Context: an optimization exercise on an open-source flow, tuned for small area. The choices shown serve that exercise and are no tape-out recipe.
The RTL was checked by simulation tests, not by an equivalence proof against the original design.

### design/flow/run.sh
#!/bin/bash
# synth_recipe.tcl (not shown) runs the flow's synth.tcl, then flattens the netlist and writes it again
# the make line also repeats each setting of config.mk as NAME=value (left out here)
make -C /OpenROAD-flow-scripts/flow DESIGN_CONFIG=/design/flow/config.mk WORK_HOME=/design/flow/orfs CLKGATE_MAP_FILE= SYNTH_SCRIPT=/design/flow/synth_recipe.tcl finish
### design/flow/design.v
package fir_pkg;
    localparam int NUM_TAPS = 10;
    localparam int SAMPLE_W = 9;
    localparam int COEF_W = 9;
    localparam int PRODUCT_W = SAMPLE_W + COEF_W;
    localparam int SUM_W = 21;
    typedef logic signed [SAMPLE_W-1:0] sample_t;
    typedef logic signed [COEF_W-1:0] coef_t;
    typedef logic signed [PRODUCT_W-1:0] product_t;
    typedef logic signed [SUM_W-1:0] sum_t;
    typedef logic [NUM_TAPS-1:0][SAMPLE_W-1:0] tap_window_t;
    typedef logic [NUM_TAPS-1:0][COEF_W-1:0] coef_set_t;
    typedef logic [NUM_TAPS-1:0][PRODUCT_W-1:0] product_set_t;
    typedef struct packed {
        logic                                valid;
        logic [NUM_TAPS-1:0][SAMPLE_W-1:0]   taps;
    } window_stage_t;
    typedef struct packed {
        logic                                valid;
        logic [NUM_TAPS-1:0][PRODUCT_W-1:0]  prod;
    } product_stage_t;
endpackage
package wb_pkg;
    localparam int WB_ADR_W = 4;
    localparam int WB_DAT_W = 16;
    typedef struct packed {
        logic                cyc;
        logic                stb;
        logic                we;
        logic [WB_ADR_W-1:0] adr;
        logic [WB_DAT_W-1:0] dat_w;
    } wb_req_t;
    typedef struct packed {
        logic                ack;
        logic [WB_DAT_W-1:0] dat_r;
    } wb_rsp_t;
endpackage
`timescale 1ns/100ps
module coef_bank (
    input  logic               clk,
    input  logic               rst_n,
    input  wb_pkg::wb_req_t    wb_req,
    output wb_pkg::wb_rsp_t    wb_rsp,
    output logic [fir_pkg::NUM_TAPS-1:0][fir_pkg::COEF_W-1:0] coef_set
);
    logic                req_new;
    logic                addr_hit;
    logic                wr_en;
    fir_pkg::coef_t               rd_coef;
    logic [wb_pkg::WB_DAT_W-1:0] rd_data;
    assign req_new = wb_req.cyc && wb_req.stb && !wb_rsp.ack;
    assign addr_hit = (wb_req.adr < wb_pkg::WB_ADR_W'(fir_pkg::NUM_TAPS));
    assign wr_en = req_new && wb_req.we && addr_hit;
    always_comb begin
        rd_coef = '0;
        if (addr_hit) begin
            rd_coef = coef_set[wb_req.adr];
        end
    end
    assign rd_data = {{(wb_pkg::WB_DAT_W - fir_pkg::COEF_W){rd_coef[fir_pkg::COEF_W-1]}}, rd_coef};
    always_ff @(posedge clk or negedge rst_n) begin
        if (!rst_n) begin
            wb_rsp <= '0;
        end else begin
            wb_rsp.ack <= req_new;
            if (req_new) begin
                wb_rsp.dat_r <= rd_data;
            end
        end
    end
    always_ff @(posedge clk or negedge rst_n) begin
        if (!rst_n) begin
            coef_set <= '0;
        end else if (wr_en) begin
            coef_set[wb_req.adr] <= wb_req.dat_w[fir_pkg::COEF_W-1:0];
        end
    end
endmodule
`timescale 1ns/100ps
module tap_delay_line (
    input  logic                   clk,
    input  logic                   rst_n,
    input  fir_pkg::sample_t       sample,
    input  logic                   sample_valid,
    output fir_pkg::window_stage_t window
);
    logic [fir_pkg::NUM_TAPS-1:0][fir_pkg::SAMPLE_W-1:0] taps_q;
    logic        valid_q;
    always_ff @(posedge clk or negedge rst_n) begin
        if (!rst_n) begin
            taps_q <= '0;
        end else if (sample_valid) begin
            taps_q[0] <= sample;
            for (int i = 1; i < fir_pkg::NUM_TAPS; i++) begin
                taps_q[i] <= taps_q[i-1];
            end
        end
    end
    always_ff @(posedge clk or negedge rst_n) begin
        if (!rst_n) begin
            valid_q <= 1'b0;
        end else begin
            valid_q <= sample_valid;
        end
    end
    assign window.valid = valid_q;
    assign window.taps = taps_q;
endmodule
`timescale 1ns/100ps
module tap_multiply (
    input  logic                    clk,
    input  logic                    rst_n,
    input  fir_pkg::window_stage_t  window,
    input  logic [fir_pkg::NUM_TAPS-1:0][fir_pkg::COEF_W-1:0] coef_set,
    output fir_pkg::product_stage_t products
);
    logic [fir_pkg::NUM_TAPS-1:0][fir_pkg::PRODUCT_W-1:0] prod_d;
    always_comb begin
        for (int i = 0; i < fir_pkg::NUM_TAPS; i++) begin
            prod_d[i] = fir_pkg::product_t'($signed(window.taps[i]))
                      * fir_pkg::product_t'($signed(coef_set[i]));
        end
    end
    always_ff @(posedge clk or negedge rst_n) begin
        if (!rst_n) begin
            products <= '0;
        end else begin
            products.valid <= window.valid;
            if (window.valid) begin
                products.prod <= prod_d;
            end
        end
    end
endmodule
`timescale 1ns/100ps
module tap_sum (
    input  logic                    clk,
    input  logic                    rst_n,
    input  fir_pkg::product_stage_t products,
    output fir_pkg::sum_t           out,
    output logic                    out_valid
);
    fir_pkg::sum_t sum_d;
    always_comb begin
        sum_d = '0;
        for (int i = 0; i < fir_pkg::NUM_TAPS; i++) begin
            sum_d = sum_d + fir_pkg::sum_t'($signed(products.prod[i]));
        end
    end
    always_ff @(posedge clk or negedge rst_n) begin
        if (!rst_n) begin
            out <= '0;
        end else if (products.valid) begin
            out <= sum_d;
        end
    end
    always_ff @(posedge clk or negedge rst_n) begin
        if (!rst_n) begin
            out_valid <= 1'b0;
        end else begin
            out_valid <= products.valid;
        end
    end
endmodule
`timescale 1ns/100ps
module fir_filter_top (
    input  logic             clk,
    input  logic             rst_n,
    input  wb_pkg::wb_req_t  wb_req,
    output wb_pkg::wb_rsp_t  wb_rsp,
    input  fir_pkg::sample_t sample,
    input  logic             sample_valid,
    output fir_pkg::sum_t    out,
    output logic             out_valid
);
    logic [fir_pkg::NUM_TAPS-1:0][fir_pkg::COEF_W-1:0] coef_set;
    fir_pkg::window_stage_t  window;
    fir_pkg::product_stage_t products;
    coef_bank coef_bank_i (
        .clk      (clk),
        .rst_n    (rst_n),
        .wb_req   (wb_req),
        .wb_rsp   (wb_rsp),
        .coef_set (coef_set)
    );
    tap_delay_line tap_delay_line_i (
        .clk          (clk),
        .rst_n        (rst_n),
        .sample       (sample),
        .sample_valid (sample_valid),
        .window       (window)
    );
    tap_multiply tap_multiply_i (
        .clk      (clk),
        .rst_n    (rst_n),
        .window   (window),
        .coef_set (coef_set),
        .products (products)
    );
    tap_sum tap_sum_i (
        .clk       (clk),
        .rst_n     (rst_n),
        .products  (products),
        .out       (out),
        .out_valid (out_valid)
    );
endmodule
`timescale 1ns/100ps
module fir_filter (
    input  logic        clk,
    input  logic        rst_n,
    input  logic        wb_cyc,
    input  logic        wb_stb,
    input  logic        wb_we,
    input  logic [3:0]  wb_adr,
    input  logic [15:0] wb_dat_w,
    output logic        wb_ack,
    output logic [15:0] wb_dat_r,
    input  logic [8:0]  sample,
    input  logic        sample_valid,
    output logic [20:0] out,
    output logic        out_valid
);
    wb_pkg::wb_req_t wb_req;
    wb_pkg::wb_rsp_t wb_rsp;
    assign wb_req.cyc   = wb_cyc;
    assign wb_req.stb   = wb_stb;
    assign wb_req.we    = wb_we;
    assign wb_req.adr   = wb_adr;
    assign wb_req.dat_w = wb_dat_w;
    assign wb_ack   = wb_rsp.ack;
    assign wb_dat_r = wb_rsp.dat_r;
    fir_filter_top fir_filter_top_i (
        .clk          (clk),
        .rst_n        (rst_n),
        .wb_req       (wb_req),
        .wb_rsp       (wb_rsp),
        .sample       (sample),
        .sample_valid (sample_valid),
        .out          (out),
        .out_valid    (out_valid)
    );
endmodule
### design/flow/config.mk
export PLATFORM = sky130hd
export DESIGN_NAME = fir_filter
export DESIGN_NICKNAME = fir_filter
export VERILOG_FILES = /design/flow/design.v
export SDC_FILE = /design/flow/constraint.sdc
export NUM_CORES = 4
export LEC_CHECK = 0
export CAP_MARGIN = 20
export CORE_MARGIN = 2
export CORE_UTILIZATION = 40
export PLACE_DENSITY = 0.6
export SLEW_MARGIN = 20
### design/flow/constraint.sdc
create_clock -name core_clock -period 8.0 [get_ports {clk}]
set_input_delay 1.6000 -clock core_clock [delete_from_list [all_inputs] [get_ports {clk}]]
set_output_delay 1.6000 -clock core_clock [all_outputs]
set_load 0.01 [all_outputs]
==> impl_metrics.py <==
metrics = {
    "routing": {
        "vias": 34355,
        "ant_nets": 0,
        "drc": 0,
        "firstDrtPassIters": 5,
        "wire_per_inst_um": 19.2,
        "drt-total-wl_um": 129000,
        "viasPerCell": 5.13,
        "drt-initial-drc-count": 2309,
    },
    "timing": {
        "fin_crit_sh": 0.693,
        "rsz0062_at_grt": "false",
        "fin_skew_ns": 0.0326,
        "worst_slack_ns": 2.45,
        "period_needed_ns": 5.55,
        "slew_headroom": 0.343,
        "tightest_slew_ns": 0.985,
        "drv_slew": 0,
        "max_freq_ghz": 0.180,
        "setup-tns-final_ns": 0,
        "setup_viol": 0,
        "hold_viol_final": 0,
    },
    "worst_setup_path": {
        "worst_setup_path_start_kind": "flip-flop",
        "reg2reg_from": "fir_filter_top_i.coef_bank_i.coef_set[76]",
        "critPathMaxStageDelay_ns": 0.77,
        "cp-startpoint": "fir_filter_top_i.coef_bank_i.coef_set[76]",
        "critPathSlowestCell": "dfrtp_1",
        "r2r-end": "fir_filter_top_i.tap_multiply_i.products[161]",
        "crit_end": "fir_filter_top_i.tap_multiply_i.products[161]",
        "cp_data_arrival_time_ns": 6.03,
        "crit_chain": "nand2_1 -> fa_1 -> fa_1 -> fa_1 -> fa_1 -> inv_1 -> ha_1 -> ha_1 -> a21o_1 -> or4_1 -> o211a_1 -> a2111oi_2 -> xnor2_1 -> a21oi_1",
        "cp.required_ns": 8.48,
        "rrSetupSlack_ns": 2.45,
        "cp-end-kind": "flip-flop",
        "critPathMaxFanout": 11,
        "crit_type": "flip-flop to flip-flop",
        "cp_common_cell": "fa_1",
        "ff2ff_path_depth": 14,
    },
    "clocking": {
        "h-tree-depth": 2,
        "clk_latency_ns": 0.65,
        "clockRootBuffer": "clkbuf_16",
        "ctsResizeCount": 0,
        "clk_path_buf_depth": 3,
        "cts_sinks": 394,
        "cts.clk_slew.worst_paths_ns": 0.06,
        "post-cts-setup-buffer-count": 0,
        "hold_buffers": 0,
        "cts_tree": "yes",
        "numCtsBuffers": 50,
    },
    "floorplanning": {
        "die_w_um": 360,
        "die_y_um": 360,
        "initial_core_util": 0.403,
        "coreArea_um2": 126000,
        "ioPinCount": 74,
        "die-area_um2": 130000,
        "fp-row-count": 130,
    },
    "min_path": {
        "hold_path_class": "flip-flop to flip-flop",
    },
    "finish": {
        "fin_cells": 6692,
        "final_common_cell": "inv_1",
        "nets": 6289,
        "area_growth_pct": 6.99,
        "final_cell_mix": "inv_1 (1014), fa_1 (846), nand2_1 (572), ha_1 (408), dfrtp_1 (393)",
        "drive_gt1_frac": 0.0631,
        "fill_cells": 12164,
    },
    "placement": {
        "dp.cells": 6598,
        "place.gp.congestion": 0.892,
        "dp_slack_ns": 2.46,
        "hpwl_um": 105000,
        "io_buffers": 66,
    },
    "global_route": {
        "grt_max_degree": 125,
        "gr-usage-all-layers": 0.203,
        "grt_overflow": 0,
        "antenna_found_initial": 5,
        "grt_pass1_wl_um": 206000,
        "grt_pass1_vias": 35897,
    },
    "flow_run": {
        "drv_cap": 0,
    },
    "run_status": {
        "status": "timing/DRC/antenna clean",
    },
    "logic_synthesis": {
        "netlist_area_um2": 50800,
        "ys.flop_type": "dfrtp_1",
        "ys_seq_elements": 394,
        "syn_area_per_cell_um2": 9.91,
        "synth_seq_area_share": 0.194,
        "synth_fp_nets": 6413,
        "synthCells": 5124,
        "ys_async_sr_fraction": 1.00,
        "synth-edff-count": 0,
        "yosysUniqueCellTypes": 79,
        "ys_warn_count": 4,
    },
}
-- how the worst min path moves through the flow --
stage	start	endpoint	cells after the start
after global routing	fir_filter_top_i.tap_multiply_i.products[171]	fir_filter_top_i.tap_multiply_i.products[171]	1
final	fir_filter_top_i.tap_multiply_i.products[171]	fir_filter_top_i.tap_multiply_i.products[171]	1
after global placement	fir_filter_top_i.tap_multiply_i.products[171]	fir_filter_top_i.tap_multiply_i.products[171]	1
after detailed placement	fir_filter_top_i.tap_multiply_i.products[171]	fir_filter_top_i.tap_multiply_i.products[171]	1
after CTS	fir_filter_top_i.tap_multiply_i.products[171]	fir_filter_top_i.tap_multiply_i.products[171]	1
after floorplan	fir_filter_top_i.tap_delay_line_i.valid_q	fir_filter_top_i.tap_multiply_i.products[180]	0
-- registers in the layout (all words and copies together), names as in the netlist --
name                                       count
fir_filter_top_i.tap_delay_line_i.valid_q      1
fir_filter_top_i.tap_multiply_i.products     181
fir_filter_top_i.coef_bank_i.coef_set         90
fir_filter_top_i.tap_sum_i.out                21
fir_filter_top_i.tap_delay_line_i.taps_q      90
fir_filter_top_i.tap_sum_i.out_valid           1
fir_filter_top_i.coef_bank_i.wb_rsp           10
-- metrics by stage --
| stage | hold WS (ns) | cell area [um^2] | utilization |
|---|---|---|---|
| after floorplan | 0.352 | 50800 | - |
| after global placement | 0.476 | 52600 | 0.418 |
| after detailed placement | 0.477 | 52600 | 0.418 |
| after CTS | 0.491 | 54300 | 0.432 |
| after global routing | 0.526 | 54300 | 0.432 |
| final | 0.486 | 54300 | 0.432 |
-- cells by family after synthesis --
family / synth area share
AO/OA/AOI/OAI: 0.0675
multiplexers: 0.0544
flip-flops: 0.194
XOR/XNOR: 0.0267
adder cells (fa/ha/maj): 0.434
buffers and inverters: 0.0954
AND/OR/NAND/NOR: 0.128
-- worst max-delay path, delay by kind of cell (launching register included) --
kind / cells / cell delay (ns)
AOI/OAI and AO/OA: 4 / 0.88
xor gates and xnor gates: 1 / 0.16
adders and majority gates: 6 / 2.85
buffers and inverters: 1 / 0.04
DFF: 1 / 0.77
and+or+nand+nor: 2 / 0.66
-- synthesized netlist by cell type (7+ instances only) --
cell | n | area, um^2
nor4_1 | 13 | 81.3
o21ai_1 | 54 | 270
o211ai_1 | 28 | 210
nand3_1 | 49 | 245
a211oi_1 | 32 | 240
and3_1 | 16 | 100
or3_1 | 12 | 75.1
mux4_2 | 18 | 405
buf_1 | 15 | 56.3
a21o_1 | 42 | 315
mux2i_1 | 25 | 250
inv_1 | 1015 | 3810
nand2_1 | 572 | 2150
nand4_1 | 16 | 100
mux2_2 | 165 | 1860
o21ai_0 | 119 | 596
o311ai_0 | 8 | 70.1
xnor2_1 | 120 | 1050
o31ai_1 | 10 | 75.1
a21oi_1 | 91 | 455
mux2_4 | 10 | 150
nor2b_1 | 24 | 150
o21a_1 | 10 | 75.1
nand4b_1 | 7 | 61.3
nand3b_1 | 9 | 67.6
xor2_1 | 35 | 307
nor3b_1 | 8 | 60.1
fa_1 | 846 | 16900
o21bai_1 | 9 | 67.6
nor2_1 | 80 | 300
a22o_1 | 9 | 78.8
mux2_1 | 9 | 101
dfrtp_1 | 394 | 9860
a31oi_1 | 22 | 138
and2_1 | 325 | 2030
clkbuf_1 | 225 | 845
ha_1 | 408 | 5100
nor3_1 | 33 | 165
nand2b_1 | 89 | 557
or4_1 | 11 | 82.6
buf_4 | 8 | 60.1
o2bb2ai_1 | 33 | 289
-- per-layer routing --
metal,GRT usage,part of all wire
met2,0.327,0.46
met5,0,0.00030
met1,0.288,0.46
met4,0.0428,0.020
met3,0.0338,0.061
-- final cells by class --
type,instances,area (um^2),share of cell area
antenna,2,5.00,0.0000921
clock buffer,68,1420,0.0261
clock inverter,24,297,0.00546
inverter,1017,3820,0.0702
multi-input combinational,3455,36100,0.664
sequential,394,9860,0.181
tap,1650,2060,0.0380
timing repair buffer,82,791,0.0146

re-timing with driven ports:
How much do the figures lean on ideal ports? The routed layout below was timed once more, with nothing changed but the port constraints.
Step 1: set_driving_cell puts a clkbuf_16 on clk and a buf_2 on each other input, an assumption about the parent block.
Step 2 also shifts input and output timing later by t, the mid clock arrival at the registers, as if the neighbouring blocks saw the same clock.
Three values: no drivers, after step 1, after step 2; two values: the first two.
shift t [ns]: 0.701
setup slack, ns: 2.453 / 2.453 / 2.453
hold slack, ns: 0.486 / 0.486 / 0.486
worst slew at a driven data input, ns: 0.17
cell pins on the clock port's net: 1
After both steps this run still meets setup and hold. The setup slack of this run moves by 0.000 ns with the drivers and by 0.000 ns with both steps.
